This design comes from an exercise in tuning for small area, a short achievable clock period and few clock cycles on the open sky130 flow, not from production work. At most, simulation tests tie the RTL to the original design; equivalence was not proved. No functional check of the RTL was part of runs 1 and 2.

`run.sh`:
```
#!/bin/bash
# synth_recipe.tcl (not shown) runs the flow's synth.tcl, then flattens the netlist and writes it again
# the make line also repeats each setting of config.mk as NAME=value (left out here)
make -C /OpenROAD-flow-scripts/flow DESIGN_CONFIG=/design/flow/config.mk WORK_HOME=/design/flow/orfs CLKGATE_MAP_FILE= SYNTH_SCRIPT=/design/flow/synth_recipe.tcl finish
```
`config.mk`:
```
export PLATFORM = sky130hd
export DESIGN_NAME = depth_rainbow_colormap_unit
export DESIGN_NICKNAME = depth_rainbow_colormap_unit
export VERILOG_FILES = /design/flow/design.v
export SDC_FILE = /design/flow/constraint.sdc
export NUM_CORES = 4
export LEC_CHECK = 0
export CAP_MARGIN = 20
export CORE_MARGIN = 2
export CORE_UTILIZATION = 40
export SLEW_MARGIN = 20
export SYNTH_MEMORY_MAX_BITS = 16384
```
`constraint.sdc`:
```
create_clock -name core_clock -period 6.0 [get_ports {i_clk}]
set_input_delay 1.2000 -clock core_clock [delete_from_list [all_inputs] [get_ports {i_clk}]]
set_output_delay 1.2000 -clock core_clock [all_outputs]
set_load 0.01 [all_outputs]
```
`design.v`:
```
package drcm_pkg;
    localparam int LUT_ENTRIES = 256;
    localparam int LUT_SPAN    = LUT_ENTRIES - 1;
    localparam int IDX_W       = $clog2(LUT_ENTRIES);
    localparam int STOP_COUNT  = 6;
    localparam int CHAN_W      = 8;
    localparam int DIST_W      = 16;
    localparam int NUM_W       = DIST_W + IDX_W + 1;
    localparam int PIPE_DEPTH  = 2 + IDX_W + 1;
    localparam int CFG_IDX_W   = 1;
    localparam logic [CFG_IDX_W-1:0] CFG_NEAR_MM = 1'b0;
    localparam logic [CFG_IDX_W-1:0] CFG_FAR_MM  = 1'b1;
    localparam logic [DIST_W-1:0] NEAR_MM_RST = 16'd0;
    localparam logic [DIST_W-1:0] FAR_MM_RST  = 16'd10000;
    typedef struct packed {
        logic [CHAN_W-1:0] blue;
        logic [CHAN_W-1:0] green;
        logic [CHAN_W-1:0] red;
    } t_bgr;
    typedef struct packed {
        logic              black;
        logic [NUM_W-1:0]  rem;
        logic [DIST_W-1:0] den;
    } t_div_beat;
    typedef struct packed {
        logic             black;
        logic [IDX_W-1:0] index;
    } t_idx_beat;
endpackage
module drcm_div_step #(
    parameter int K = 7
) (
    input  logic [15:0] i_den,
    input  logic [24:0] i_rem,
    input  logic [7:0]  i_quo,
    output logic [24:0] o_rem,
    output logic [7:0]  o_quo
);
    logic [16:0] top;
    logic [17:0] trial;
    assign top   = i_rem[K+17:K+1];
    assign trial = {1'b0, top} - {2'b0, i_den};
    always_comb begin
        o_rem = i_rem;
        o_quo = i_quo;
        o_quo[K] = !trial[17];
        if (!trial[17]) o_rem[K+17:K+1] = trial[16:0];
    end
endmodule
module drcm_lut
(
    input  logic       i_black,
    input  logic [7:0] i_index,
    output logic [7:0] o_blue,
    output logic [7:0] o_green,
    output logic [7:0] o_red
);
    logic [23:0] pix;
    always_comb begin
        case (i_index)
            8'd0: pix = {8'd255, 8'd0, 8'd0};
            8'd1: pix = {8'd255, 8'd5, 8'd0};
            8'd2: pix = {8'd255, 8'd10, 8'd0};
            8'd3: pix = {8'd255, 8'd15, 8'd0};
            8'd4: pix = {8'd255, 8'd20, 8'd0};
            8'd5: pix = {8'd255, 8'd25, 8'd0};
            8'd6: pix = {8'd255, 8'd30, 8'd0};
            8'd7: pix = {8'd255, 8'd35, 8'd0};
            8'd8: pix = {8'd255, 8'd40, 8'd0};
            8'd9: pix = {8'd255, 8'd45, 8'd0};
            8'd10: pix = {8'd255, 8'd50, 8'd0};
            8'd11: pix = {8'd255, 8'd55, 8'd0};
            8'd12: pix = {8'd255, 8'd60, 8'd0};
            8'd13: pix = {8'd255, 8'd65, 8'd0};
            8'd14: pix = {8'd255, 8'd70, 8'd0};
            8'd15: pix = {8'd255, 8'd75, 8'd0};
            8'd16: pix = {8'd255, 8'd80, 8'd0};
            8'd17: pix = {8'd255, 8'd85, 8'd0};
            8'd18: pix = {8'd255, 8'd90, 8'd0};
            8'd19: pix = {8'd255, 8'd95, 8'd0};
            8'd20: pix = {8'd255, 8'd100, 8'd0};
            8'd21: pix = {8'd255, 8'd105, 8'd0};
            8'd22: pix = {8'd255, 8'd110, 8'd0};
            8'd23: pix = {8'd255, 8'd115, 8'd0};
            8'd24: pix = {8'd255, 8'd120, 8'd0};
            8'd25: pix = {8'd255, 8'd125, 8'd0};
            8'd26: pix = {8'd255, 8'd130, 8'd0};
            8'd27: pix = {8'd255, 8'd135, 8'd0};
            8'd28: pix = {8'd255, 8'd140, 8'd0};
            8'd29: pix = {8'd255, 8'd145, 8'd0};
            8'd30: pix = {8'd255, 8'd150, 8'd0};
            8'd31: pix = {8'd255, 8'd155, 8'd0};
            8'd32: pix = {8'd255, 8'd160, 8'd0};
            8'd33: pix = {8'd255, 8'd165, 8'd0};
            8'd34: pix = {8'd255, 8'd170, 8'd0};
            8'd35: pix = {8'd255, 8'd175, 8'd0};
            8'd36: pix = {8'd255, 8'd180, 8'd0};
            8'd37: pix = {8'd255, 8'd185, 8'd0};
            8'd38: pix = {8'd255, 8'd190, 8'd0};
            8'd39: pix = {8'd255, 8'd195, 8'd0};
            8'd40: pix = {8'd255, 8'd200, 8'd0};
            8'd41: pix = {8'd255, 8'd205, 8'd0};
            8'd42: pix = {8'd255, 8'd210, 8'd0};
            8'd43: pix = {8'd255, 8'd215, 8'd0};
            8'd44: pix = {8'd255, 8'd220, 8'd0};
            8'd45: pix = {8'd255, 8'd225, 8'd0};
            8'd46: pix = {8'd255, 8'd230, 8'd0};
            8'd47: pix = {8'd255, 8'd235, 8'd0};
            8'd48: pix = {8'd255, 8'd240, 8'd0};
            8'd49: pix = {8'd255, 8'd245, 8'd0};
            8'd50: pix = {8'd255, 8'd250, 8'd0};
            8'd51: pix = {8'd255, 8'd255, 8'd0};
            8'd52: pix = {8'd250, 8'd255, 8'd5};
            8'd53: pix = {8'd245, 8'd255, 8'd10};
            8'd54: pix = {8'd240, 8'd255, 8'd15};
            8'd55: pix = {8'd235, 8'd255, 8'd20};
            8'd56: pix = {8'd230, 8'd255, 8'd25};
            8'd57: pix = {8'd225, 8'd255, 8'd30};
            8'd58: pix = {8'd220, 8'd255, 8'd35};
            8'd59: pix = {8'd215, 8'd255, 8'd40};
            8'd60: pix = {8'd210, 8'd255, 8'd45};
            8'd61: pix = {8'd205, 8'd255, 8'd50};
            8'd62: pix = {8'd200, 8'd255, 8'd55};
            8'd63: pix = {8'd195, 8'd255, 8'd60};
            8'd64: pix = {8'd190, 8'd255, 8'd65};
            8'd65: pix = {8'd185, 8'd255, 8'd70};
            8'd66: pix = {8'd180, 8'd255, 8'd75};
            8'd67: pix = {8'd175, 8'd255, 8'd80};
            8'd68: pix = {8'd170, 8'd255, 8'd85};
            8'd69: pix = {8'd165, 8'd255, 8'd90};
            8'd70: pix = {8'd160, 8'd255, 8'd95};
            8'd71: pix = {8'd155, 8'd255, 8'd100};
            8'd72: pix = {8'd150, 8'd255, 8'd105};
            8'd73: pix = {8'd145, 8'd255, 8'd110};
            8'd74: pix = {8'd140, 8'd255, 8'd115};
            8'd75: pix = {8'd135, 8'd255, 8'd120};
            8'd76: pix = {8'd130, 8'd255, 8'd125};
            8'd77: pix = {8'd125, 8'd255, 8'd130};
            8'd78: pix = {8'd120, 8'd255, 8'd135};
            8'd79: pix = {8'd115, 8'd255, 8'd140};
            8'd80: pix = {8'd110, 8'd255, 8'd145};
            8'd81: pix = {8'd105, 8'd255, 8'd150};
            8'd82: pix = {8'd100, 8'd255, 8'd155};
            8'd83: pix = {8'd95, 8'd255, 8'd160};
            8'd84: pix = {8'd90, 8'd255, 8'd165};
            8'd85: pix = {8'd85, 8'd255, 8'd170};
            8'd86: pix = {8'd80, 8'd255, 8'd175};
            8'd87: pix = {8'd75, 8'd255, 8'd180};
            8'd88: pix = {8'd70, 8'd255, 8'd185};
            8'd89: pix = {8'd65, 8'd255, 8'd190};
            8'd90: pix = {8'd60, 8'd255, 8'd195};
            8'd91: pix = {8'd55, 8'd255, 8'd200};
            8'd92: pix = {8'd50, 8'd255, 8'd205};
            8'd93: pix = {8'd45, 8'd255, 8'd210};
            8'd94: pix = {8'd40, 8'd255, 8'd215};
            8'd95: pix = {8'd35, 8'd255, 8'd220};
            8'd96: pix = {8'd30, 8'd255, 8'd225};
            8'd97: pix = {8'd25, 8'd255, 8'd230};
            8'd98: pix = {8'd20, 8'd255, 8'd235};
            8'd99: pix = {8'd15, 8'd255, 8'd240};
            8'd100: pix = {8'd10, 8'd255, 8'd245};
            8'd101: pix = {8'd5, 8'd255, 8'd250};
            8'd102: pix = {8'd0, 8'd255, 8'd255};
            8'd103: pix = {8'd0, 8'd253, 8'd255};
            8'd104: pix = {8'd0, 8'd251, 8'd255};
            8'd105: pix = {8'd0, 8'd249, 8'd255};
            8'd106: pix = {8'd0, 8'd247, 8'd255};
            8'd107: pix = {8'd0, 8'd246, 8'd255};
            8'd108: pix = {8'd0, 8'd244, 8'd255};
            8'd109: pix = {8'd0, 8'd242, 8'd255};
            8'd110: pix = {8'd0, 8'd240, 8'd255};
            8'd111: pix = {8'd0, 8'd239, 8'd255};
            8'd112: pix = {8'd0, 8'd237, 8'd255};
            8'd113: pix = {8'd0, 8'd235, 8'd255};
            8'd114: pix = {8'd0, 8'd233, 8'd255};
            8'd115: pix = {8'd0, 8'd232, 8'd255};
            8'd116: pix = {8'd0, 8'd230, 8'd255};
            8'd117: pix = {8'd0, 8'd228, 8'd255};
            8'd118: pix = {8'd0, 8'd226, 8'd255};
            8'd119: pix = {8'd0, 8'd225, 8'd255};
            8'd120: pix = {8'd0, 8'd223, 8'd255};
            8'd121: pix = {8'd0, 8'd221, 8'd255};
            8'd122: pix = {8'd0, 8'd219, 8'd255};
            8'd123: pix = {8'd0, 8'd217, 8'd255};
            8'd124: pix = {8'd0, 8'd216, 8'd255};
            8'd125: pix = {8'd0, 8'd214, 8'd255};
            8'd126: pix = {8'd0, 8'd212, 8'd255};
            8'd127: pix = {8'd0, 8'd210, 8'd255};
            8'd128: pix = {8'd0, 8'd209, 8'd255};
            8'd129: pix = {8'd0, 8'd207, 8'd255};
            8'd130: pix = {8'd0, 8'd205, 8'd255};
            8'd131: pix = {8'd0, 8'd203, 8'd255};
            8'd132: pix = {8'd0, 8'd202, 8'd255};
            8'd133: pix = {8'd0, 8'd200, 8'd255};
            8'd134: pix = {8'd0, 8'd198, 8'd255};
            8'd135: pix = {8'd0, 8'd196, 8'd255};
            8'd136: pix = {8'd0, 8'd195, 8'd255};
            8'd137: pix = {8'd0, 8'd193, 8'd255};
            8'd138: pix = {8'd0, 8'd191, 8'd255};
            8'd139: pix = {8'd0, 8'd189, 8'd255};
            8'd140: pix = {8'd0, 8'd187, 8'd255};
            8'd141: pix = {8'd0, 8'd186, 8'd255};
            8'd142: pix = {8'd0, 8'd184, 8'd255};
            8'd143: pix = {8'd0, 8'd182, 8'd255};
            8'd144: pix = {8'd0, 8'd180, 8'd255};
            8'd145: pix = {8'd0, 8'd179, 8'd255};
            8'd146: pix = {8'd0, 8'd177, 8'd255};
            8'd147: pix = {8'd0, 8'd175, 8'd255};
            8'd148: pix = {8'd0, 8'd173, 8'd255};
            8'd149: pix = {8'd0, 8'd172, 8'd255};
            8'd150: pix = {8'd0, 8'd170, 8'd255};
            8'd151: pix = {8'd0, 8'd168, 8'd255};
            8'd152: pix = {8'd0, 8'd166, 8'd255};
            8'd153: pix = {8'd0, 8'd165, 8'd255};
            8'd154: pix = {8'd0, 8'd161, 8'd255};
            8'd155: pix = {8'd0, 8'd158, 8'd255};
            8'd156: pix = {8'd0, 8'd155, 8'd255};
            8'd157: pix = {8'd0, 8'd152, 8'd255};
            8'd158: pix = {8'd0, 8'd148, 8'd255};
            8'd159: pix = {8'd0, 8'd145, 8'd255};
            8'd160: pix = {8'd0, 8'd142, 8'd255};
            8'd161: pix = {8'd0, 8'd139, 8'd255};
            8'd162: pix = {8'd0, 8'd135, 8'd255};
            8'd163: pix = {8'd0, 8'd132, 8'd255};
            8'd164: pix = {8'd0, 8'd129, 8'd255};
            8'd165: pix = {8'd0, 8'd126, 8'd255};
            8'd166: pix = {8'd0, 8'd122, 8'd255};
            8'd167: pix = {8'd0, 8'd119, 8'd255};
            8'd168: pix = {8'd0, 8'd116, 8'd255};
            8'd169: pix = {8'd0, 8'd113, 8'd255};
            8'd170: pix = {8'd0, 8'd110, 8'd255};
            8'd171: pix = {8'd0, 8'd106, 8'd255};
            8'd172: pix = {8'd0, 8'd103, 8'd255};
            8'd173: pix = {8'd0, 8'd100, 8'd255};
            8'd174: pix = {8'd0, 8'd97, 8'd255};
            8'd175: pix = {8'd0, 8'd93, 8'd255};
            8'd176: pix = {8'd0, 8'd90, 8'd255};
            8'd177: pix = {8'd0, 8'd87, 8'd255};
            8'd178: pix = {8'd0, 8'd84, 8'd255};
            8'd179: pix = {8'd0, 8'd80, 8'd255};
            8'd180: pix = {8'd0, 8'd77, 8'd255};
            8'd181: pix = {8'd0, 8'd74, 8'd255};
            8'd182: pix = {8'd0, 8'd71, 8'd255};
            8'd183: pix = {8'd0, 8'd67, 8'd255};
            8'd184: pix = {8'd0, 8'd64, 8'd255};
            8'd185: pix = {8'd0, 8'd61, 8'd255};
            8'd186: pix = {8'd0, 8'd58, 8'd255};
            8'd187: pix = {8'd0, 8'd55, 8'd255};
            8'd188: pix = {8'd0, 8'd51, 8'd255};
            8'd189: pix = {8'd0, 8'd48, 8'd255};
            8'd190: pix = {8'd0, 8'd45, 8'd255};
            8'd191: pix = {8'd0, 8'd42, 8'd255};
            8'd192: pix = {8'd0, 8'd38, 8'd255};
            8'd193: pix = {8'd0, 8'd35, 8'd255};
            8'd194: pix = {8'd0, 8'd32, 8'd255};
            8'd195: pix = {8'd0, 8'd29, 8'd255};
            8'd196: pix = {8'd0, 8'd25, 8'd255};
            8'd197: pix = {8'd0, 8'd22, 8'd255};
            8'd198: pix = {8'd0, 8'd19, 8'd255};
            8'd199: pix = {8'd0, 8'd16, 8'd255};
            8'd200: pix = {8'd0, 8'd12, 8'd255};
            8'd201: pix = {8'd0, 8'd9, 8'd255};
            8'd202: pix = {8'd0, 8'd6, 8'd255};
            8'd203: pix = {8'd0, 8'd3, 8'd255};
            8'd204: pix = {8'd0, 8'd0, 8'd255};
            8'd205: pix = {8'd1, 8'd1, 8'd252};
            8'd206: pix = {8'd2, 8'd2, 8'd250};
            8'd207: pix = {8'd3, 8'd3, 8'd247};
            8'd208: pix = {8'd5, 8'd5, 8'd245};
            8'd209: pix = {8'd6, 8'd6, 8'd242};
            8'd210: pix = {8'd7, 8'd7, 8'd240};
            8'd211: pix = {8'd8, 8'd8, 8'd237};
            8'd212: pix = {8'd10, 8'd10, 8'd235};
            8'd213: pix = {8'd11, 8'd11, 8'd232};
            8'd214: pix = {8'd12, 8'd12, 8'd230};
            8'd215: pix = {8'd13, 8'd13, 8'd227};
            8'd216: pix = {8'd15, 8'd15, 8'd225};
            8'd217: pix = {8'd16, 8'd16, 8'd222};
            8'd218: pix = {8'd17, 8'd17, 8'd220};
            8'd219: pix = {8'd18, 8'd18, 8'd217};
            8'd220: pix = {8'd20, 8'd20, 8'd215};
            8'd221: pix = {8'd21, 8'd21, 8'd212};
            8'd222: pix = {8'd22, 8'd22, 8'd210};
            8'd223: pix = {8'd23, 8'd23, 8'd207};
            8'd224: pix = {8'd25, 8'd25, 8'd205};
            8'd225: pix = {8'd26, 8'd26, 8'd202};
            8'd226: pix = {8'd27, 8'd27, 8'd200};
            8'd227: pix = {8'd28, 8'd28, 8'd197};
            8'd228: pix = {8'd30, 8'd30, 8'd195};
            8'd229: pix = {8'd31, 8'd31, 8'd192};
            8'd230: pix = {8'd32, 8'd32, 8'd190};
            8'd231: pix = {8'd33, 8'd33, 8'd187};
            8'd232: pix = {8'd35, 8'd35, 8'd185};
            8'd233: pix = {8'd36, 8'd36, 8'd182};
            8'd234: pix = {8'd37, 8'd37, 8'd180};
            8'd235: pix = {8'd38, 8'd38, 8'd177};
            8'd236: pix = {8'd40, 8'd40, 8'd175};
            8'd237: pix = {8'd41, 8'd41, 8'd172};
            8'd238: pix = {8'd42, 8'd42, 8'd170};
            8'd239: pix = {8'd43, 8'd43, 8'd167};
            8'd240: pix = {8'd45, 8'd45, 8'd165};
            8'd241: pix = {8'd46, 8'd46, 8'd162};
            8'd242: pix = {8'd47, 8'd47, 8'd160};
            8'd243: pix = {8'd48, 8'd48, 8'd157};
            8'd244: pix = {8'd50, 8'd50, 8'd155};
            8'd245: pix = {8'd51, 8'd51, 8'd152};
            8'd246: pix = {8'd52, 8'd52, 8'd150};
            8'd247: pix = {8'd53, 8'd53, 8'd147};
            8'd248: pix = {8'd55, 8'd55, 8'd145};
            8'd249: pix = {8'd56, 8'd56, 8'd142};
            8'd250: pix = {8'd57, 8'd57, 8'd140};
            8'd251: pix = {8'd58, 8'd58, 8'd137};
            8'd252: pix = {8'd60, 8'd60, 8'd135};
            8'd253: pix = {8'd61, 8'd61, 8'd132};
            8'd254: pix = {8'd62, 8'd62, 8'd130};
            8'd255: pix = {8'd64, 8'd64, 8'd128};
            default: pix = 24'd0;
        endcase
    end
    assign {o_blue, o_green, o_red} = i_black ? 24'd0 : pix;
endmodule
module depth_rainbow_colormap_unit
#(
    parameter int DEPTH_BITS = 24
) (
    input  logic                 i_clk,
    input  logic                 i_rst_n,
    input  logic                 i_depth_valid,
    output logic                 o_depth_ready,
    input  logic [DEPTH_BITS-1:0] i_depth,
    output logic                 o_pixel_valid,
    input  logic                 i_pixel_ready,
    output logic [7:0]           o_blue,
    output logic [7:0]           o_green,
    output logic [7:0]           o_red,
    input  logic                 i_cfg_we,
    input  logic [drcm_pkg::CFG_IDX_W-1:0] i_cfg_idx,
    input  logic [drcm_pkg::DIST_W-1:0]    i_cfg_data
);
    localparam logic [8:1] CUTS = 8'b1010_1010;
    localparam int NSTEP = 9;
    localparam logic [1:0] C_DIV = 2'd0, C_ZERO = 2'd1, C_FULL = 2'd2, C_BLACK = 2'd3;
    logic [15:0] r_near;
    logic [15:0] r_far;
    logic [15:0] r_den;
    logic        r_ok;
    logic [16:0] den_full;
    always_ff @(posedge i_clk) begin
        if (!i_rst_n) begin
            r_near <= 16'd0;
            r_far  <= 16'd10000;
        end else if (i_cfg_we) begin
            if (i_cfg_idx[0]) r_far  <= i_cfg_data;
            else              r_near <= i_cfg_data;
        end
    end
    assign den_full = {1'b0, r_far} - {1'b0, r_near};
    always_ff @(posedge i_clk) begin
        r_den <= den_full[15:0];
        r_ok  <= !den_full[16] && (den_full[15:0] != 16'd0);
    end
    logic en;
    logic r_vout;
    assign en            = !r_vout || i_pixel_ready;
    assign o_depth_ready = en;
    logic        in_black;
    logic        in_high;
    logic [16:0] in_diff;
    logic        r1_v;
    logic        r1_black;
    logic        r1_high;
    logic        r1_below;
    logic [15:0] r1_diff;
    assign in_black = i_depth[DEPTH_BITS-1] || (i_depth == '0);
    assign in_high  = |i_depth[DEPTH_BITS-2:16];
    assign in_diff  = {1'b0, i_depth[15:0]} - {1'b0, r_near};
    always_ff @(posedge i_clk) begin
        if (!i_rst_n)  r1_v <= 1'b0;
        else if (en)   r1_v <= i_depth_valid;
    end
    always_ff @(posedge i_clk) begin
        if (en) begin
            r1_black <= in_black;
            r1_high  <= in_high;
            r1_below <= in_diff[16] && !in_high;
            r1_diff  <= in_diff[15:0];
        end
    end
    logic [NSTEP:0]       s_v;
    logic [2*NSTEP+1:0]   s_c;
    logic [25*NSTEP+24:0] s_r;
    logic [8*NSTEP+7:0]   s_q;
    logic [1:0]  c1;
    logic [24:0] n1;
    always_comb begin
        if (r1_black)                            c1 = C_BLACK;
        else if (r1_below || !r_ok)              c1 = C_ZERO;
        else if (r1_high || (r1_diff >= r_den))  c1 = C_FULL;
        else                                     c1 = C_DIV;
    end
    assign n1 = {r1_diff, 9'd0} - {8'd0, r1_diff, 1'b0} + {9'd0, r_den};
    logic [24:0] t_r [1:NSTEP];
    logic [7:0]  t_q [1:NSTEP];
    assign t_r[1] = n1;
    assign t_q[1] = 8'd0;
    for (genvar j = 2; j <= NSTEP; j++) begin : g_step
        drcm_div_step #(.K(NSTEP - j)) u_step (
            .i_den (r_den),
            .i_rem (s_r[25*(j-1) +: 25]),
            .i_quo (s_q[8*(j-1) +: 8]),
            .o_rem (t_r[j]),
            .o_quo (t_q[j])
        );
    end
    assign s_v[0]   = r1_v;
    assign s_r[24:0] = 25'd0;
    assign s_q[7:0]  = 8'd0;
    assign s_c[1:0] = c1;
    for (genvar j = 1; j <= NSTEP; j++) begin : g_link
        logic       v_in;
        logic [1:0] c_in;
        if (j == 1) begin : g_first
            assign v_in = r1_v;
            assign c_in = c1;
        end else begin : g_next
            assign v_in = s_v[j-1];
            assign c_in = s_c[2*(j-1) +: 2];
        end
        if (j < NSTEP && CUTS[j]) begin : g_reg
            logic       rv;
            logic [1:0] rc;
            logic [24:0] rr;
            logic [7:0] rq;
            always_ff @(posedge i_clk) begin
                if (!i_rst_n) rv <= 1'b0;
                else if (en)  rv <= v_in;
            end
            always_ff @(posedge i_clk) begin
                if (en) begin
                    rc <= c_in;
                    rr <= t_r[j];
                    rq <= t_q[j];
                end
            end
            assign s_v[j]            = rv;
            assign s_c[2*j +: 2]     = rc;
            assign s_r[25*j +: 25]   = rr;
            assign s_q[8*j +: 8]     = rq;
        end else begin : g_wire
            assign s_v[j]            = v_in;
            assign s_c[2*j +: 2]     = c_in;
            assign s_r[25*j +: 25]   = t_r[j];
            assign s_q[8*j +: 8]     = t_q[j];
        end
    end
    logic [1:0] cf;
    logic [7:0] qf;
    logic       r_black;
    logic [7:0] r_idx;
    assign cf = s_c[2*NSTEP +: 2];
    always_comb begin
        case (cf)
            C_ZERO:  qf = 8'd0;
            C_FULL:  qf = 8'd255;
            C_BLACK: qf = 8'd0;
            default: qf = t_q[NSTEP];
        endcase
    end
    always_ff @(posedge i_clk) begin
        if (!i_rst_n) r_vout <= 1'b0;
        else if (en)  r_vout <= s_v[NSTEP];
    end
    always_ff @(posedge i_clk) begin
        if (en) begin
            r_black <= (cf == C_BLACK);
            r_idx   <= qf;
        end
    end
    drcm_lut u_lut (
        .i_black (r_black),
        .i_index (r_idx),
        .o_blue  (o_blue),
        .o_green (o_green),
        .o_red   (o_red)
    );
    assign o_pixel_valid = r_vout;
endmodule
```
==> reports/metrics.yaml, run 1 <==
cts:
  cts_max_level: 1
  tritoncts: "built"
  hold_buffers: 0
  cts_root_buf: "clkbuf_16"
  clockBufferDepth: 3
  path_clk_slew_ps: 60
  clock_sinks: 211
  numCtsBuffers: 27
  clock_latency_ps: 560
setup_path:
  cp_slowest_cell: "ha_1"
  cp_max_fo: 17
  max_stage_delay_ps: 440
  worst-setup-path-type: "reg -> reg"
  crit_chain: "clkinvlp_4 -> ha_1 -> and2_1 -> nor4_1 -> and3_1 -> o31ai_2 -> o41ai_2 -> o21ai_2 -> buf_4 -> mux2_2 -> ha_1 -> a21o_1 -> a21oi_1 -> o21a_1 -> a311o_1 -> o21ai_1 -> o311a_1 -> nor3_4 -> buf_4 -> mux2_2"
  cp.arrival_ps: 5980
  critPathCaptureType: "register"
  required_ps: 6300
  cp-start-kind: "register"
global_routing:
  grt_max_degree: 84
  track_usage_pct: 21.3
  grt_pass1_vias: 15924
  grt_antenna_before_repair: 1
  grt_pass1_wl_um: 82800
  gr-total-overflow: 0
place:
  dpl.hpwl_um: 40000
  dpl_cell_area_um2: 20200
  gp_congestion: 0.937
  portBuffers: 71
run_status:
  status: "timing/DRC/antenna clean"
timing:
  maxSlewHeadroom_pct: 29.2
  maxSlewViolCount: 0
  fmax_mhz: 176
  worst_pin_slew_ps: 1060
  fin_crit_sh_pct: 94.6
  min_period_ps: 5680
  setup_viol: 0
  rsz0062_at_grt: "false"
  hold_violations: 0
  clock_skew_ps: 11.7
  fin_setup_tns_ps: 0
synthesis:
  synth_top_area_cell: "edfxtp_1"
  synth_area_um2: 18600
  synth_cell_types: 83
  yosysWarnings: 14
  synth_edf_count: 132
  synthArstFlopShare_pct: 0
  synth_top_area_share_pct: 21.3
  netlist_top_cells_count: "218 x ha_1, 216 x nand2_1, 182 x a21oi_1"
  syn_nets: 2407
  synthTopCellsByArea: "edfxtp_1 21%, ha_1 15%, dfxtp_1 8.5%, a21oi_1 4.9%, mux2_2 4.8%"
  synth_ff_type: "edfxtp_1"
  synth_cells: 2126
  post-synth-top-count-cell: "ha_1"
  synth-seq-cells: 211
  ys_seq_area_share_pct: 29.8
  syn_avg_cell_area_um2: 8.75
route:
  drtAntennaViolNets: 0
  first_iter_violations: 1095
  wl_per_cell_um: 18.3
  drc: 0
  via_per_inst: 5.71
  num_vias: 16168
  dr.pass1.iters: 5
  wl_um: 51800
die:
  ioPinCount: 72
  core_area_um2: 46300
  die-area_um2: 48300
  rows: 79
  die_w_um: 220
  die_h_um: 220
  start_util_pct: 40.2
layout:
  nets: 2490
  final_area_um2: 21200
  antenna_cells: 0
  syn_to_final_growth_pct: 13.8
  drive_above_1_share_pct: 10.1
worst_hold_path:
  hp-class: "reg -> reg"
run:
  drv_cap: 0
## final timing paths
| path | start | to | slack, ps | cells past startpoint |
|---|---|---|---|---|
| hold reg to reg | g_link[6].g_reg.rq[4]$_DFFE_PN_ | g_link[8].g_reg.rq[4]$_DFFE_PN_ | 420 | 0 |
| hold / removal | g_link[6].g_reg.rq[4]$_DFFE_PN_ | g_link[8].g_reg.rq[4]$_DFFE_PN_ | 420 | 0 |
| setup reg to reg | r_den[8]$_DFF_P_ | g_link[4].g_reg.rr[8]$_DFFE_PN_ | 320 | 20 |
| setup / recovery | r_den[8]$_DFF_P_ | g_link[4].g_reg.rr[8]$_DFFE_PN_ | 320 | 20 |
## logic make-up (layout without fill, tap and decap cells)
logic type | Yosys count | in the layout | share of synthesized area [%]
compound gates | 687 | 687 | 24.2
simple gates | 577 | 577 | 14.2
fa+ha+maj | 235 | 235 | 16.5
flops | 211 | 211 | 29.8
buf+inv | 204 | 305 | 4.20
xor+xnor | 119 | 119 | 5.60
mux | 93 | 93 | 5.55
## routing by layer
metal / vias to the layer above / GRT usage [%] / part of all wire, %
li1: 7999 / - / -
met1: 7646 / 27.6 / 45
met2: 464 / 36.8 / 47
met3: 59 / 4.24 / 6.2
met4: 0 / 4.56 / 1.9
met5: - / 0 / 0
## state kept, by name (all words and copies together), names as in the netlist, 16 cells and up
register         cells
g_link.g_reg.rq     16
g_link.g_reg.rr     80
r_near              16
r_den               16
r1_diff             16
r_far               16
u_lut.pix           24
## final cells by class
| class | count | area [um2] |
|---|---|---|
| Sequential cell | 211 | 5550 |
| Tap cell | 607 | 759 |
| Fill cell | 4485 | 25100 |
| Inverter | 129 | 493 |
| Multi-Input combinational cell | 1711 | 12300 |
| Clock buffer | 36 | 781 |
| Timing Repair Buffer | 129 | 1150 |
| Clock inverter | 11 | 109 |
## through the flow
stage          hold WS [ps]  std cells  setup WS (ps)  util [%]
6_report                417       2834            322      45.8
5_1_grt                 426       2834           16.7      45.8
2_1_floorplan           400       2126            559         -
4_1_cts                 418       2827            109      45.6
3_3_place_gp            402       2780            308      43.7
3_5_place_dp            405       2780            194      43.7
## placed cells by master, fill, tap and decap left out, types with 10 or more instances in the layout
cell type        instances
ha_1                   218
nand2_1                216
a21oi_1                182
nor2_1                 153
o21ai_0                146
edfxtp_1               132
inv_1                  123
xnor2_1                 92
mux2_2                  79
dfxtp_1                 79
clkdlybuf4s50_1         70
buf_4                   57
nor2b_1                 45
a21o_1                  44
nor3_1                  43
a21boi_0                42
o21a_1                  38
nand3_1                 33
clkbuf_16               28
xor2_1                  27
a211oi_1                24
a31oi_1                 23
o211ai_1                22
nand2b_1                19
o21bai_1                18
fa_1                    17
a211o_1                 13
or3_1                   11
o31ai_1                 11
nor4_1                  10
o22ai_1                 10
o31a_1                  10
mux2i_1                 10
## worst max-delay path, delay by kind of cell (launching register included)
kind	cells	cell delay, ps
DFF	1	380
buffers and inverters	3	790
and+or+nand+nor	4	590
AOI/OAI and AO/OA	9	2130
adders and majority gates	2	780
muxes	2	740
## timing repair
action | 4_1_cts | 5_1_grt
endpoints found under the hold margin | 0 | 0
setup endpoints to repair | 0 | 18
buffers inserted | 0 | 7
resized for setup | 0 | 5
==> run 2, diff against run 1 <==
--- a/design.v
+++ b/design.v
@@ -28,22 +28,83 @@
     } t_idx_beat;
 endpackage
+module drcm_add #(
+    parameter int W = 16
+) (
+    input  logic [W-1:0] i_a,
+    input  logic [W-1:0] i_b,
+    input  logic         i_ci,
+    output logic [W-1:0] o_s,
+    output logic         o_co
+);
+    logic [W-1:0] p;
+    logic [W-1:0] g;
+    logic [W-1:0] cg;
+    logic [W-1:0] cp;
+    always_comb begin
+        p = i_a ^ i_b;
+        g = i_a & i_b;
+        cg = g;
+        cp = p;
+        cg[0] = g[0] | (p[0] & i_ci);
+        for (int l = 0; (1 << l) < W; l++) begin
+            logic [W-1:0] ng;
+            logic [W-1:0] np;
+            ng = cg;
+            np = cp;
+            for (int i = 0; i < W; i++) begin
+                if ((i >> l) & 1) begin
+                    ng[i] = cg[i] | (cp[i] & cg[((i >> l) << l) - 1]);
+                    np[i] = cp[i] & cp[((i >> l) << l) - 1];
+                end
+            end
+            cg = ng;
+            cp = np;
+        end
+        o_s  = p ^ {cg[W-2:0], i_ci};
+        o_co = cg[W-1];
+    end
+endmodule
 module drcm_div_step #(
     parameter int K = 7
 ) (
     input  logic [15:0] i_den,
-    input  logic [24:0] i_rem,
+    input  logic [23:0] i_rem,
     input  logic [7:0]  i_quo,
-    output logic [24:0] o_rem,
+    output logic [23:0] o_rem,
     output logic [7:0]  o_quo
 );
     logic [16:0] top;
-    logic [17:0] trial;
-    assign top   = i_rem[K+17:K+1];
-    assign trial = {1'b0, top} - {2'b0, i_den};
+    logic [16:0] dd;
+    logic [16:0] dif;
+    logic [16:0] g;
+    logic [16:0] p;
+    logic [16:0] bg;
+    logic [16:0] bp;
+    assign top = i_rem[K+16:K];
+    assign dd  = {1'b0, i_den};
     always_comb begin
+        g = ~top & dd;
+        p = ~(top ^ dd);
+        bg = g;
+        bp = p;
+        for (int l = 0; l < 5; l++) begin
+            logic [16:0] ng;
+            logic [16:0] np;
+            ng = bg;
+            np = bp;
+            for (int i = 0; i < 17; i++) begin
+                if ((i >> l) & 1) begin
+                    ng[i] = bg[i] | (bp[i] & bg[((i >> l) << l) - 1]);
+                    np[i] = bp[i] & bp[((i >> l) << l) - 1];
+                end
+            end
+            bg = ng;
+            bp = np;
+        end
+        dif = top ^ dd ^ {bg[15:0], 1'b0};
         o_rem = i_rem;
         o_quo = i_quo;
-        o_quo[K] = !trial[17];
-        if (!trial[17]) o_rem[K+17:K+1] = trial[16:0];
+        o_quo[K] = !bg[16];
+        if (!bg[16]) o_rem[K+16:K] = dif;
     end
 endmodule
@@ -338,6 +399,6 @@
     input  logic [drcm_pkg::DIST_W-1:0]    i_cfg_data
 );
-    localparam logic [8:1] CUTS = 8'b1010_1010;
-    localparam int NSTEP = 9;
+    localparam logic [10:1] CUTS = 10'b1111111111;
+    localparam int NSTEP = 10;
     localparam logic [1:0] C_DIV = 2'd0, C_ZERO = 2'd1, C_FULL = 2'd2, C_BLACK = 2'd3;
     logic [15:0] r_near;
@@ -355,5 +416,10 @@
         end
     end
-    assign den_full = {1'b0, r_far} - {1'b0, r_near};
+    logic den_co;
+    drcm_add #(.W(16)) u_den (
+        .i_a (r_far), .i_b (~r_near), .i_ci (1'b1),
+        .o_s (den_full[15:0]), .o_co (den_co)
+    );
+    assign den_full[16] = !den_co;
     always_ff @(posedge i_clk) begin
         r_den <= den_full[15:0];
@@ -361,6 +427,5 @@
     end
     logic en;
-    logic r_vout;
-    assign en            = !r_vout || i_pixel_ready;
+    assign en            = !o_pixel_valid || i_pixel_ready;
     assign o_depth_ready = en;
     logic        in_black;
@@ -374,5 +439,10 @@
     assign in_black = i_depth[DEPTH_BITS-1] || (i_depth == '0);
     assign in_high  = |i_depth[DEPTH_BITS-2:16];
-    assign in_diff  = {1'b0, i_depth[15:0]} - {1'b0, r_near};
+    logic in_co;
+    drcm_add #(.W(16)) u_diff (
+        .i_a (i_depth[15:0]), .i_b (~r_near), .i_ci (1'b1),
+        .o_s (in_diff[15:0]), .o_co (in_co)
+    );
+    assign in_diff[16] = !in_co;
     always_ff @(posedge i_clk) begin
         if (!i_rst_n)  r1_v <= 1'b0;
@@ -387,101 +457,122 @@
         end
     end
-    logic [NSTEP:0]       s_v;
-    logic [2*NSTEP+1:0]   s_c;
-    logic [25*NSTEP+24:0] s_r;
-    logic [8*NSTEP+7:0]   s_q;
-    logic [1:0]  c1;
-    logic [24:0] n1;
+    logic [NSTEP:0] s_v;
+    logic [1:0]     s_c [0:NSTEP];
+    logic [23:0]    s_r [0:NSTEP];
+    logic [7:0]     s_q [0:NSTEP];
+    logic [23:0]    s_p;
+    logic [1:0]     t_c [1:NSTEP];
+    logic [23:0]    t_r [1:NSTEP];
+    logic [7:0]     t_q [1:NSTEP];
+    logic [23:0]    t_p;
+    assign s_v[0] = r1_v;
+    assign s_c[0] = C_DIV;
+    assign s_r[0] = 24'd0;
+    assign s_q[0] = 8'd0;
+    logic [15:0] ge_s;
+    logic        ge_den;
+    logic [23:0] n_s;
+    logic [23:0] n_c;
+    logic        n_co;
+    drcm_add #(.W(16)) u_ge (
+        .i_a (r1_diff), .i_b (~r_den), .i_ci (1'b1),
+        .o_s (ge_s), .o_co (ge_den)
+    );
     always_comb begin
-        if (r1_black)                            c1 = C_BLACK;
-        else if (r1_below || !r_ok)              c1 = C_ZERO;
-        else if (r1_high || (r1_diff >= r_den))  c1 = C_FULL;
-        else                                     c1 = C_DIV;
-    end
-    assign n1 = {r1_diff, 9'd0} - {8'd0, r1_diff, 1'b0} + {9'd0, r_den};
-    logic [24:0] t_r [1:NSTEP];
-    logic [7:0]  t_q [1:NSTEP];
-    assign t_r[1] = n1;
+        if (r1_black)                      t_c[1] = C_BLACK;
+        else if (r1_below || !r_ok)        t_c[1] = C_ZERO;
+        else if (r1_high || ge_den)        t_c[1] = C_FULL;
+        else                               t_c[1] = C_DIV;
+    end
+    always_comb begin
+        logic [23:0] x;
+        logic [23:0] y;
+        logic [23:0] z;
+        x = {r1_diff, 8'd0};
+        y = {8'hFF, ~r1_diff};
+        z = {9'd0, r_den[15:1]};
+        n_s = x ^ y ^ z;
+        n_c = {((x & y) | (x & z) | (y & z)), 1'b0} ;
+    end
+    drcm_add #(.W(24)) u_num (
+        .i_a (n_s), .i_b (n_c), .i_ci (1'b1),
+        .o_s (t_r[1]), .o_co (n_co)
+    );
     assign t_q[1] = 8'd0;
-    for (genvar j = 2; j <= NSTEP; j++) begin : g_step
-        drcm_div_step #(.K(NSTEP - j)) u_step (
+    logic [7:0] q_raw [2:9];
+    for (genvar j = 2; j <= 9; j++) begin : g_step
+        drcm_div_step #(.K(9 - j)) u_step (
             .i_den (r_den),
-            .i_rem (s_r[25*(j-1) +: 25]),
-            .i_quo (s_q[8*(j-1) +: 8]),
+            .i_rem (s_r[j-1]),
+            .i_quo (s_q[j-1]),
             .o_rem (t_r[j]),
-            .o_quo (t_q[j])
+            .o_quo (q_raw[j])
         );
+        if (j < 9) begin : g_mid
+            assign t_q[j] = q_raw[j];
+            assign t_c[j] = s_c[j-1];
+        end else begin : g_last
+            always_comb begin
+                case (s_c[j-1])
+                    C_ZERO:  t_q[j] = 8'd0;
+                    C_FULL:  t_q[j] = 8'd255;
+                    C_BLACK: t_q[j] = 8'd0;
+                    default: t_q[j] = q_raw[j];
+                endcase
+            end
+            assign t_c[j] = (s_c[j-1] == C_BLACK) ? C_BLACK : C_DIV;
+        end
     end
-    assign s_v[0]   = r1_v;
-    assign s_r[24:0] = 25'd0;
-    assign s_q[7:0]  = 8'd0;
-    assign s_c[1:0] = c1;
+    drcm_lut u_lut (
+        .i_black (s_c[9] == C_BLACK),
+        .i_index (s_q[9]),
+        .o_blue  (t_p[23:16]),
+        .o_green (t_p[15:8]),
+        .o_red   (t_p[7:0])
+    );
+    assign t_c[10] = 2'd0;
+    assign t_r[10] = 24'd0;
+    assign t_q[10] = 8'd0;
     for (genvar j = 1; j <= NSTEP; j++) begin : g_link
-        logic       v_in;
-        logic [1:0] c_in;
-        if (j == 1) begin : g_first
-            assign v_in = r1_v;
-            assign c_in = c1;
-        end else begin : g_next
-            assign v_in = s_v[j-1];
-            assign c_in = s_c[2*(j-1) +: 2];
-        end
-        if (j < NSTEP && CUTS[j]) begin : g_reg
-            logic       rv;
-            logic [1:0] rc;
-            logic [24:0] rr;
-            logic [7:0] rq;
+        if (CUTS[j]) begin : g_reg
+            logic rv;
             always_ff @(posedge i_clk) begin
                 if (!i_rst_n) rv <= 1'b0;
-                else if (en)  rv <= v_in;
+                else if (en)  rv <= s_v[j-1];
             end
-            always_ff @(posedge i_clk) begin
-                if (en) begin
-                    rc <= c_in;
-                    rr <= t_r[j];
-                    rq <= t_q[j];
+            assign s_v[j] = rv;
+            if (j < NSTEP) begin : g_data
+                logic [1:0]  rc;
+                logic [23:0] rr;
+                logic [7:0]  rq;
+                always_ff @(posedge i_clk) begin
+                    if (en) begin
+                        rc <= t_c[j];
+                        rr <= t_r[j];
+                        rq <= t_q[j];
+                    end
                 end
+                assign s_c[j] = rc;
+                assign s_r[j] = rr;
+                assign s_q[j] = rq;
+            end else begin : g_pix
+                logic [23:0] rp;
+                always_ff @(posedge i_clk) begin
+                    if (en) rp <= t_p;
+                end
+                assign s_p = rp;
             end
-            assign s_v[j]            = rv;
-            assign s_c[2*j +: 2]     = rc;
-            assign s_r[25*j +: 25]   = rr;
-            assign s_q[8*j +: 8]     = rq;
         end else begin : g_wire
-            assign s_v[j]            = v_in;
-            assign s_c[2*j +: 2]     = c_in;
-            assign s_r[25*j +: 25]   = t_r[j];
-            assign s_q[8*j +: 8]     = t_q[j];
-        end
-    end
-    logic [1:0] cf;
-    logic [7:0] qf;
-    logic       r_black;
-    logic [7:0] r_idx;
-    assign cf = s_c[2*NSTEP +: 2];
-    always_comb begin
-        case (cf)
-            C_ZERO:  qf = 8'd0;
-            C_FULL:  qf = 8'd255;
-            C_BLACK: qf = 8'd0;
-            default: qf = t_q[NSTEP];
-        endcase
-    end
-    always_ff @(posedge i_clk) begin
-        if (!i_rst_n) r_vout <= 1'b0;
-        else if (en)  r_vout <= s_v[NSTEP];
-    end
-    always_ff @(posedge i_clk) begin
-        if (en) begin
-            r_black <= (cf == C_BLACK);
-            r_idx   <= qf;
+            assign s_v[j] = s_v[j-1];
+            if (j < NSTEP) begin : g_data
+                assign s_c[j] = t_c[j];
+                assign s_r[j] = t_r[j];
+                assign s_q[j] = t_q[j];
+            end else begin : g_pix
+                assign s_p = t_p;
+            end
         end
     end
-    drcm_lut u_lut (
-        .i_black (r_black),
-        .i_index (r_idx),
-        .o_blue  (o_blue),
-        .o_green (o_green),
-        .o_red   (o_red)
-    );
-    assign o_pixel_valid = r_vout;
+    assign o_pixel_valid = s_v[NSTEP];
+    assign {o_blue, o_green, o_red} = s_p;
 endmodule
--- a/config.mk
+++ b/config.mk
@@ -6,7 +6,9 @@
 export NUM_CORES = 4
 export LEC_CHECK = 0
+export ABC_AREA = 1
 export CAP_MARGIN = 20
 export CORE_MARGIN = 2
-export CORE_UTILIZATION = 40
+export CORE_UTILIZATION = 60
+export SETUP_SLACK_MARGIN = 2.9
 export SLEW_MARGIN = 20
 export SYNTH_MEMORY_MAX_BITS = 16384
==> reports/metrics.yaml, run 2 <==
run:
  drv_cap: 0  # unchanged
layout:
  drive_above_1_share_pct: 10.3  # +0.27 points
  nets: 3004  # +21%
  antenna_cells: 0  # unchanged
  postLayoutCoreUtil_pct: 68.0  # +22 points
  syn_to_final_growth_pct: 11.2
  largest_reg_flops: 164  # +110%
  final_common_cell: "nand2_1"
  final_area_um2: 25000  # +18%
  final_cell_mix: "559 x nand2_1, 461 x inv_1, 260 x edfxtp_1"
  top_register: "g_link.g_reg.g_data.rr"
die:
  die_h_um: 198  # -10%
  core_area_um2: 36800  # -20%
  rows: 70  # -11%
  ioPinCount: 72  # unchanged
  die_w_um: 198  # -10%
  start_util_pct: 61.2  # +21 points
  die-area_um2: 39100  # -19%
global_routing:
  grt_pass1_vias: 17944  # +13%
  grt_antenna_before_repair: 0  # -1
  grt_max_degree: 161  # +92%
  grt_pass1_wl_um: 85800  # +3.6%
  track_usage_pct: 27.5  # +6.2 points
  gr-total-overflow: 0  # unchanged
synthesis:
  post-synth-top-count-cell: "nand2_1"
  synth-seq-cells: 320  # +52%
  synth_area_um2: 22500  # +21%
  synth_edf_count: 260  # +97%
  syn_avg_cell_area_um2: 8.59  # -1.9%
  synthTopCellsByArea: "edfxtp_1 35%, ha_1 12%, nand2_1 9.4%, inv_1 7.7%, dfxtp_1 5.3%"
  synth_top_area_share_pct: 34.7  # +13 points
  yosysWarnings: 45  # +31
  synth_top_area_cell: "edfxtp_1"
  synthArstFlopShare_pct: 0  # unchanged
  syn_nets: 2922  # +21%
  ys_seq_area_share_pct: 40.0  # +10 points
  synth_cells: 2620  # +23%
  synth_ff_type: "edfxtp_1"
  netlist_top_cells_count: "565 x nand2_1, 462 x inv_1, 260 x edfxtp_1"
  synth_cell_types: 51  # -39%
timing:
  min_period_ps: 3070  # -2610 ps
  rsz0062_at_grt: "true"
  worst_pin_slew_ps: 861  # -201 ps
  fin_crit_sh_pct: 51.2  # -43 points
  hold_violations: 0  # unchanged
  fin_setup_tns_ps: 0  # unchanged
  setup_slack_ps: 2930  # +2610 ps
  clock_skew_ps: 16.3  # +4.59 ps
  maxSlewViolCount: 0  # unchanged
  setup_viol: 0  # unchanged
  maxSlewHeadroom_pct: 42.6  # +13 points
  fmax_mhz: 326  # +85%
route:
  first_iter_violations: 1058  # -3.4%
  drc: 0  # unchanged
  wl_um: 51700  # -0.34%
  drtAntennaViolNets: 0  # unchanged
  wl_per_cell_um: 16.2  # -12%
  dr.pass1.iters: 7  # +2
  num_vias: 17759  # +9.8%
  via_per_inst: 5.55  # -2.7%
worst_hold_path:
  holdPathEnd: "g_link[7].g_reg.g_data.rq[5]$_DFFE_PP_"
  worstHoldStart: "g_link[6].g_reg.g_data.rq[5]$_DFFE_PP_"
  hold_depth: 0  # unchanged
  hp-class: "reg -> reg"
setup_path:
  r2r_end: "g_link[1].g_reg.g_data.rr[17]$_DFFE_PP_"
  worst-setup-path-type: "in -> out"
  reg2regPathDepth: 13  # -35%
  cp-start-kind: "primary input"
  required_ps: 4800  # -1500 ps
  critPathCaptureType: "output pin"
  cp_max_fo: 2  # -15
  cp.arrival_ps: 1870  # -4110 ps
  rr_startpoint: "r1_diff[5]$_DFFE_PP_"
  r2r_slack_ps: 3000  # +2680 ps
cts:
  clock_sinks: 320  # +52%
  path_clk_slew_ps: 50  # about the same
  clock_latency_ps: 560  # about the same
  cts_root_buf: "clkbuf_16"
  clockBufferDepth: 3  # unchanged
  numCtsBuffers: 39  # +44%
  tritoncts: "built"
  cts_max_level: 2  # +1
place:
  dpl.hpwl_um: 37900  # -5.2%
  pre_cts_ws_ps: 2070  # +1880 ps
  portBuffers: 71  # unchanged
  dpl_cell_area_um2: 23600  # +17%
  gp_congestion: 0.954  # +1.9%
run_status:
  status: "timing/DRC/antenna clean"
-- run 2: area by class of cell --
cell class	instances	area, um2
Timing Repair inverter	2	17.5
Tap cell	468	586
Sequential cell	320	9040
Multi-Input combinational cell	1780	11500
Timing Repair Buffer	89	846
Fill cell	2949	11800
Clock buffer	51	1060
Clock inverter	18	216
Inverter	470	1780
-- run 2: cell families after synthesis --
logic type	count (synthesis)	synth area share [%]
AND/OR/NAND/NOR	1064	21.1
flip-flops	320	40.0
adder cells (fa/ha/maj)	256	15.8
AO/OA/AOI/OAI	409	11.9
XOR/XNOR	51	1.98
buffers and inverters	520	9.22
-- run 2: how the worst max path moves through the flow --
stage / from / endpoint / depth (start not counted)
detailed placement: i_pixel_ready / o_depth_ready / 4
finish: i_pixel_ready / o_depth_ready / 4
floorplan: i_pixel_ready / o_depth_ready / 3
global placement: i_pixel_ready / o_depth_ready / 4
global route: r_den[3]$_DFF_P_ / g_link[1].g_reg.g_data.rr[17]$_DFFE_PP_ / 9
CTS: r_near[0]$_SDFFE_PN0P_ / r_ok$_DFF_P_ / 18
-- run 2: repair_timing --
action,CTS,global route
gates cloned,2,0
buffers inserted,9,2
pin swaps,2,3
hold buffers,0,0
gates resized for setup,26,12
endpoints found under the setup margin,13,11
-- run 2: metal layers --
metal / GRT usage (%) / routed length (um) / vias up
met5: 0 / 0 / -
met4: 12.0 / 2050 / 0
li1: - / - / 8821
met2: 50.3 / 26200 / 470
met3: 3.64 / 2450 / 133
met1: 32.3 / 21000 / 8335
-- run 2: stage by stage --
stage / instances / hold slack, ps
4_1_cts: 3196 / 416
6_report: 3198 / 412
2_1_floorplan: 2620 / 400
3_5_place_dp: 3116 / 405
5_1_grt: 3198 / 419
3_3_place_gp: 3116 / 400
-- run 2: worst max-delay path, stage by stage --
cell and delay (ps):
dlygate4sd2_1 260, nor2_4 220, inv_12 60, buf_2 140
==> run 3, diff against run 2 <==
--- a/design.v
+++ b/design.v
@@ -37,14 +37,14 @@
     output logic         o_co
 );
-    logic [W-1:0] p;
+    logic [W-1:0] t;
     logic [W-1:0] g;
     logic [W-1:0] cg;
     logic [W-1:0] cp;
     always_comb begin
-        p = i_a ^ i_b;
+        t = i_a | i_b;
         g = i_a & i_b;
         cg = g;
-        cp = p;
-        cg[0] = g[0] | (p[0] & i_ci);
+        cp = t;
+        cg[0] = g[0] | (t[0] & i_ci);
         for (int l = 0; (1 << l) < W; l++) begin
             logic [W-1:0] ng;
@@ -61,5 +61,5 @@
             cp = np;
         end
-        o_s  = p ^ {cg[W-2:0], i_ci};
+        o_s  = i_a ^ (i_b ^ {cg[W-2:0], i_ci});
         o_co = cg[W-1];
     end
@@ -77,30 +77,26 @@
     logic [16:0] dd;
     logic [16:0] dif;
-    logic [16:0] g;
-    logic [16:0] p;
     logic [16:0] bg;
-    logic [16:0] bp;
+    logic [16:0] bt;
     assign top = i_rem[K+16:K];
     assign dd  = {1'b0, i_den};
     always_comb begin
-        g = ~top & dd;
-        p = ~(top ^ dd);
-        bg = g;
-        bp = p;
+        bg = ~top & dd;
+        bt = ~top | dd;
         for (int l = 0; l < 5; l++) begin
             logic [16:0] ng;
-            logic [16:0] np;
+            logic [16:0] nt;
             ng = bg;
-            np = bp;
+            nt = bt;
             for (int i = 0; i < 17; i++) begin
                 if ((i >> l) & 1) begin
-                    ng[i] = bg[i] | (bp[i] & bg[((i >> l) << l) - 1]);
-                    np[i] = bp[i] & bp[((i >> l) << l) - 1];
+                    ng[i] = bg[i] | (bt[i] & bg[((i >> l) << l) - 1]);
+                    nt[i] = bt[i] & bt[((i >> l) << l) - 1];
                 end
             end
             bg = ng;
-            bp = np;
+            bt = nt;
         end
-        dif = top ^ dd ^ {bg[15:0], 1'b0};
+        dif = top ^ (dd ^ {bg[15:0], 1'b0});
         o_rem = i_rem;
         o_quo = i_quo;
--- a/config.mk
+++ b/config.mk
@@ -6,8 +6,7 @@
 export NUM_CORES = 4
 export LEC_CHECK = 0
-export ABC_AREA = 1
 export CAP_MARGIN = 20
 export CORE_MARGIN = 2
-export CORE_UTILIZATION = 60
+export CORE_UTILIZATION = 70
 export SETUP_SLACK_MARGIN = 2.9
 export SLEW_MARGIN = 20
==> reports/metrics.yaml, run 3 <==
run_status:
  status: "aborted with a tool error"
  haltStage: "5_1_grt"
  stop_error: "[ERROR GRT-0232] Routing congestion too high. Check the congestion heatmap in the GUI."
die:
  die_w_um: 173  # -12%
  start_util_pct: 70.5  # +9.3 points
  rows: 62  # -11%
  die_h_um: 173  # -12%
  ioPinCount: 72  # unchanged
synthesis:
  synth_top_area_cell: "edfxtp_1"
  synth_cell_types: 71  # +39%
  synth_top_area_share_pct: 38.9  # +4.2 points
  syn_nets: 2201  # -25%
  synth_cells: 2076  # -21%
  post-synth-top-count-cell: "edfxtp_1"
  ys_seq_area_share_pct: 44.9  # +4.8 points
  synthTopCellsByArea: "edfxtp_1 39%, xnor2_1 7.2%, dfxtp_1 6.0%, fa_1 4.7%, nand2_1 4.5%"
  yosysWarnings: 45  # unchanged
  synth_ff_type: "edfxtp_1"
  syn_avg_cell_area_um2: 9.67  # +13%
  synth_edf_count: 260  # unchanged
  synth-seq-cells: 320  # unchanged
  synth_area_um2: 20100  # -11%
  netlist_top_cells_count: "260 x edfxtp_1, 241 x nand2_1, 183 x nor2_1"
  synthArstFlopShare_pct: 0  # unchanged
cts:
  clock_sinks: 320  # unchanged
  hold_buffers: 0  # unchanged
  cts_root_buf: "clkbuf_16"
  cts_max_level: 2  # unchanged
  numCtsBuffers: 36  # -7.7%
  clockBufferDepth: 3  # unchanged
global_routing:
  gr-total-overflow: 441
  grt_max_degree: 207
  track_usage_pct: 82.4
place:
  portBuffers: 71  # unchanged
  gp_congestion: 0.960  # +0.58%
  pre_cts_ws_ps: 599  # -1470 ps
  dpl.hpwl_um: 33000  # -13%
timing:
  worst_endpoint_kind: "sequential cell input"
  crit_endpoint: "g_link[1].g_reg.g_data.rr[17]$_DFFE_PP_/D"
## run 3: per-stage QoR
| stage | area, um2 | instances |
|---|---|---|
| 4_1_cts | 25200 | 2666 |
| 3_5_place_dp | 21600 | 2453 |
| 3_3_place_gp | 21600 | 2453 |
| 2_1_floorplan | 20700 | 2076 |
## run 3: cells by family after synthesis
| family | Yosys count | share of synthesized area, % |
|---|---|---|
| compound gates | 471 | 15.2 |
| xor+xnor | 207 | 9.03 |
| fa+ha+maj | 154 | 10.5 |
| buf+inv | 265 | 5.01 |
| flops | 320 | 44.9 |
| mux | 17 | 0.910 |
| simple gates | 642 | 14.6 |
## run 3: worst min-delay path by stage
stage / startpoint / endpoint / depth (start not counted)
2_1_floorplan: g_link[1].g_reg.g_data.rc[0]$_SDFFCE_PP1P_ / g_link[2].g_reg.g_data.rc[0]$_DFFE_PP_ / 0
3_3_place_gp: g_link[6].g_reg.g_data.rq[4]$_DFFE_PP_ / g_link[7].g_reg.g_data.rq[4]$_DFFE_PP_ / 0
3_5_place_dp: g_link[7].g_reg.g_data.rq[3]$_DFFE_PP_ / g_link[8].g_reg.g_data.rq[3]$_DFFE_PP_ / 0
4_1_cts: g_link[6].g_reg.g_data.rq[7]$_DFFE_PP_ / g_link[7].g_reg.g_data.rq[7]$_DFFE_PP_ / 0
## run 3: repair_timing
item / 4_1_cts
buffers inserted: 136
pin swaps: 148
resized for setup: 302
endpoints found under the setup margin: 361
gates cloned: 15
## run 3: routing by layer
metal / overflow / global-route usage, %
met3: 6 / 66.5
met1: 13 / 81.3
met4: 166 / 86.3
met2: 255 / 98.7
met5: 1 / 38.0
Testbench counts of run 3, summed over its fixed seeds: cycles 16,088.
==> run 4, diff against run 3 <==
--- a/config.mk
+++ b/config.mk
@@ -6,7 +6,8 @@
 export NUM_CORES = 4
 export LEC_CHECK = 0
+export ABC_AREA = 1
 export CAP_MARGIN = 20
 export CORE_MARGIN = 2
-export CORE_UTILIZATION = 70
+export CORE_UTILIZATION = 60
 export SETUP_SLACK_MARGIN = 2.9
 export SLEW_MARGIN = 20
==> reports/metrics.yaml, run 4 <==
setup_path:
  cp_max_fo: 2
  cp.arrival_ps: 1880
  r2r_slack_ps: 3030
  required_ps: 4800
  worst-setup-path-type: "in -> out"
  critPathCaptureType: "output pin"
  cp-start-kind: "primary input"
  reg2regPathDepth: 6
die:
  rows: 68  # +9.7%
  core_area_um2: 34500
  ioPinCount: 72  # unchanged
  die_h_um: 191  # +10%
  die_w_um: 191  # +10%
  die-area_um2: 36400
  start_util_pct: 60.8  # -9.7 points
timing:
  worst_pin_slew_ps: 1050
  fin_setup_tns_ps: 0
  fmax_mhz: 325
  clock_skew_ps: 17.7
  maxSlewViolCount: 0
  rsz0062_at_grt: "false"
  setup_slack_ps: 2920
  fin_crit_sh_pct: 51.3
  min_period_ps: 3080
  setup_viol: 0
  hold_violations: 0
  maxSlewHeadroom_pct: 29.7
cts:
  tritoncts: "built"
  numCtsBuffers: 36  # unchanged
  clockBufferDepth: 3  # unchanged
  path_clk_slew_ps: 60
  cts_max_level: 2  # unchanged
  cts_root_buf: "clkbuf_16"
  clock_sinks: 320  # unchanged
  clock_latency_ps: 560
synthesis:
  synthArstFlopShare_pct: 0  # unchanged
  synthTopCellsByArea: "edfxtp_1 37%, nand2_1 12%, inv_1 7.4%, nor2_1 5.8%, o21ai_0 5.8%"
  syn_avg_cell_area_um2: 7.71  # -20%
  synth_area_um2: 21000  # +4.3%
  synth_top_area_share_pct: 37.3  # -1.6 points
  synth_top_area_cell: "edfxtp_1"
  synth_cells: 2717  # +31%
  synth_ff_type: "edfxtp_1"
  ys_seq_area_share_pct: 43.0  # -1.9 points
  yosysWarnings: 45  # unchanged
  synth-seq-cells: 320  # unchanged
  synth_cell_types: 53  # -25%
  netlist_top_cells_count: "647 x nand2_1, 415 x inv_1, 325 x nor2_1"
  synth_edf_count: 260  # unchanged
  syn_nets: 2842  # +29%
  post-synth-top-count-cell: "nand2_1"
global_routing:
  track_usage_pct: 29.6
  grt_antenna_before_repair: 0
  grt_pass1_vias: 17854
  gr-total-overflow: 0
  grt_max_degree: 86
  grt_pass1_wl_um: 85200
route:
  drc: 0
  wl_um: 53100
  first_iter_violations: 1536
  wl_per_cell_um: 16.2
  drtAntennaViolNets: 0
  dr.pass1.iters: 6
  via_per_inst: 5.65
  num_vias: 18470
run:
  drv_cap: 0
place:
  dp_cells: 3190  # +30%
  dpl.hpwl_um: 38300  # +16%
  pre_cts_ws_ps: 1950  # +1350 ps
  portBuffers: 71  # unchanged
  gp_congestion: 0.933  # -2.8%
layout:
  final_common_cell: "nand2_1"
  largest_reg_flops: 164
  top_register: "g_link.g_reg.g_data.rr"
  finalNonFillerCells: 3269
  antenna_cells: 0
  nFillCells: 2689
  syn_to_final_growth_pct: 12.2
  nets: 2911
  final_cell_mix: "645 x nand2_1, 413 x inv_1, 324 x nor2_1"
  drive_above_1_share_pct: 5.19
worst_hold_path:
  hold_depth: 0
  hp-class: "reg -> reg"
run_status:
  status: "timing/DRC/antenna clean"
-- run 4: cell count changes after synthesis, sizes merged, moves of 41 or more --
cell | previous run | this run
nand2b | 55 | 0
clkbuf | 75 | 30
o21ai | 130 | 267
nand2 | 241 | 658
inv | 162 | 425
nor2 | 183 | 326
a21oi | 104 | 145
maj3 | 75 | 0
xnor2 | 166 | 25
nor2b | 49 | 0
nand3 | 29 | 189
-- run 4: per-stage QoR --
step / hold slack [ps] / instance area [um2] / util [%]
floorplan: 400 / 21000 / -
global placement: 401 / 22000 / 63.7
detailed placement: 405 / 22000 / 63.7
CTS: 416 / 23400 / 68.0
global route: 419 / 23500 / 68.2
finish: 411 / 23500 / 68.2
-- run 4: kinds of logic after synthesis --
logic type | count (synthesis) | synth area share [%]
XOR/XNOR | 60 | 2.51
adder cells (fa/ha/maj) | 79 | 6.40
AO/OA/AOI/OAI | 516 | 13.9
AND/OR/NAND/NOR | 1247 | 24.7
flip-flops | 320 | 43.0
buffers and inverters | 495 | 9.53
-- run 4: layout make-up --
class,instances,area (um2),area share (%)
clock inverter,27,409,1.74
timing repair buffer,94,878,3.74
clock buffer,39,955,4.06
timing repair inverter,2,17.5,0.0745
sequential,320,9020,38.4
multi-input combinational,1903,10000,42.6
inverter,429,1640,6.96
tap,455,569,2.42
-- run 4: worst paths after layout --
kind	start	end
worst max-delay path	i_pixel_ready	o_depth_ready
worst min-delay path	g_link[2].g_reg.g_data.rq[7]$_DFFE_PP_	g_link[3].g_reg.g_data.rq[7]$_DFFE_PP_
worst max register to register	g_link[9].g_reg.g_data.rq[4]$_DFFE_PP_	g_link[10].g_reg.g_pix.rp[16]$_SDFFCE_PP0P_
worst min register to register	g_link[2].g_reg.g_data.rq[7]$_DFFE_PP_	g_link[3].g_reg.g_data.rq[7]$_DFFE_PP_
-- run 4: routing by layer --
layer | global-route usage [%] | part of all wire [%]
met1 | 36.7 | 41
met4 | 12.6 | 3.3
met3 | 4.58 | 6.7
met5 | 0 | 0
met2 | 51.2 | 49
-- run 4: what timing repair did --
action | CTS | global route
resized for setup | 15 | 15
setup buffers | 7 | 3
hold buffers | 0 | 0
cloned | 3 | 0
setup endpoints to repair | 28 | 80
pin swaps | 2 | 3
-- run 4: critical path, cell delays in order --
cell	delay [ps]
dlygate4sd2_1	270
nor2_4	240
inv_16	50
buf_6	120

## separate check: timing with driven ports
In the flow no input, the clock included, has a driving cell. The finished layouts below were timed again as built, in two steps.
Step 1 (the two cells are an assumption about what drives the block):
set clk [get_ports {i_clk}]
set_driving_cell -lib_cell sky130_fd_sc_hd__clkbuf_16 $clk
set_driving_cell -lib_cell sky130_fd_sc_hd__buf_2 [delete_from_list [all_inputs] $clk]
Step 2 adds t to the input delays and takes it off the output delays; t is the mean of the earliest and latest rising clock arrival at the registers after step 1. Input paths then give back, and output paths get back, about the clock's delay inside the block.
a / b / c = ideal ports / drivers / drivers and shift; a / b = the first two.
run | t (ns) | setup slack, ns | worst hold slack (ns) | worst setup path at the end | worst data-port slew with drivers (ns)
run 1 | 0.612 | 0.322 / 0.322 / 0.322 | 0.417 / 0.417 / 0.417 | register to register | 0.08
run 2 | 0.601 | 2.928 / 2.910 / 2.425 | 0.412 / 0.412 / 0.412 | input to register | 0.05
run 4 | 0.603 | 2.921 / 2.905 / 2.455 | 0.411 / 0.411 / 0.411 | input to register | 0.04
After both steps setup and hold are still met in every run listed. For run 2, which loses most, drivers alone change the setup slack by -0.018 ns; drivers and shift together by -0.503 ns.
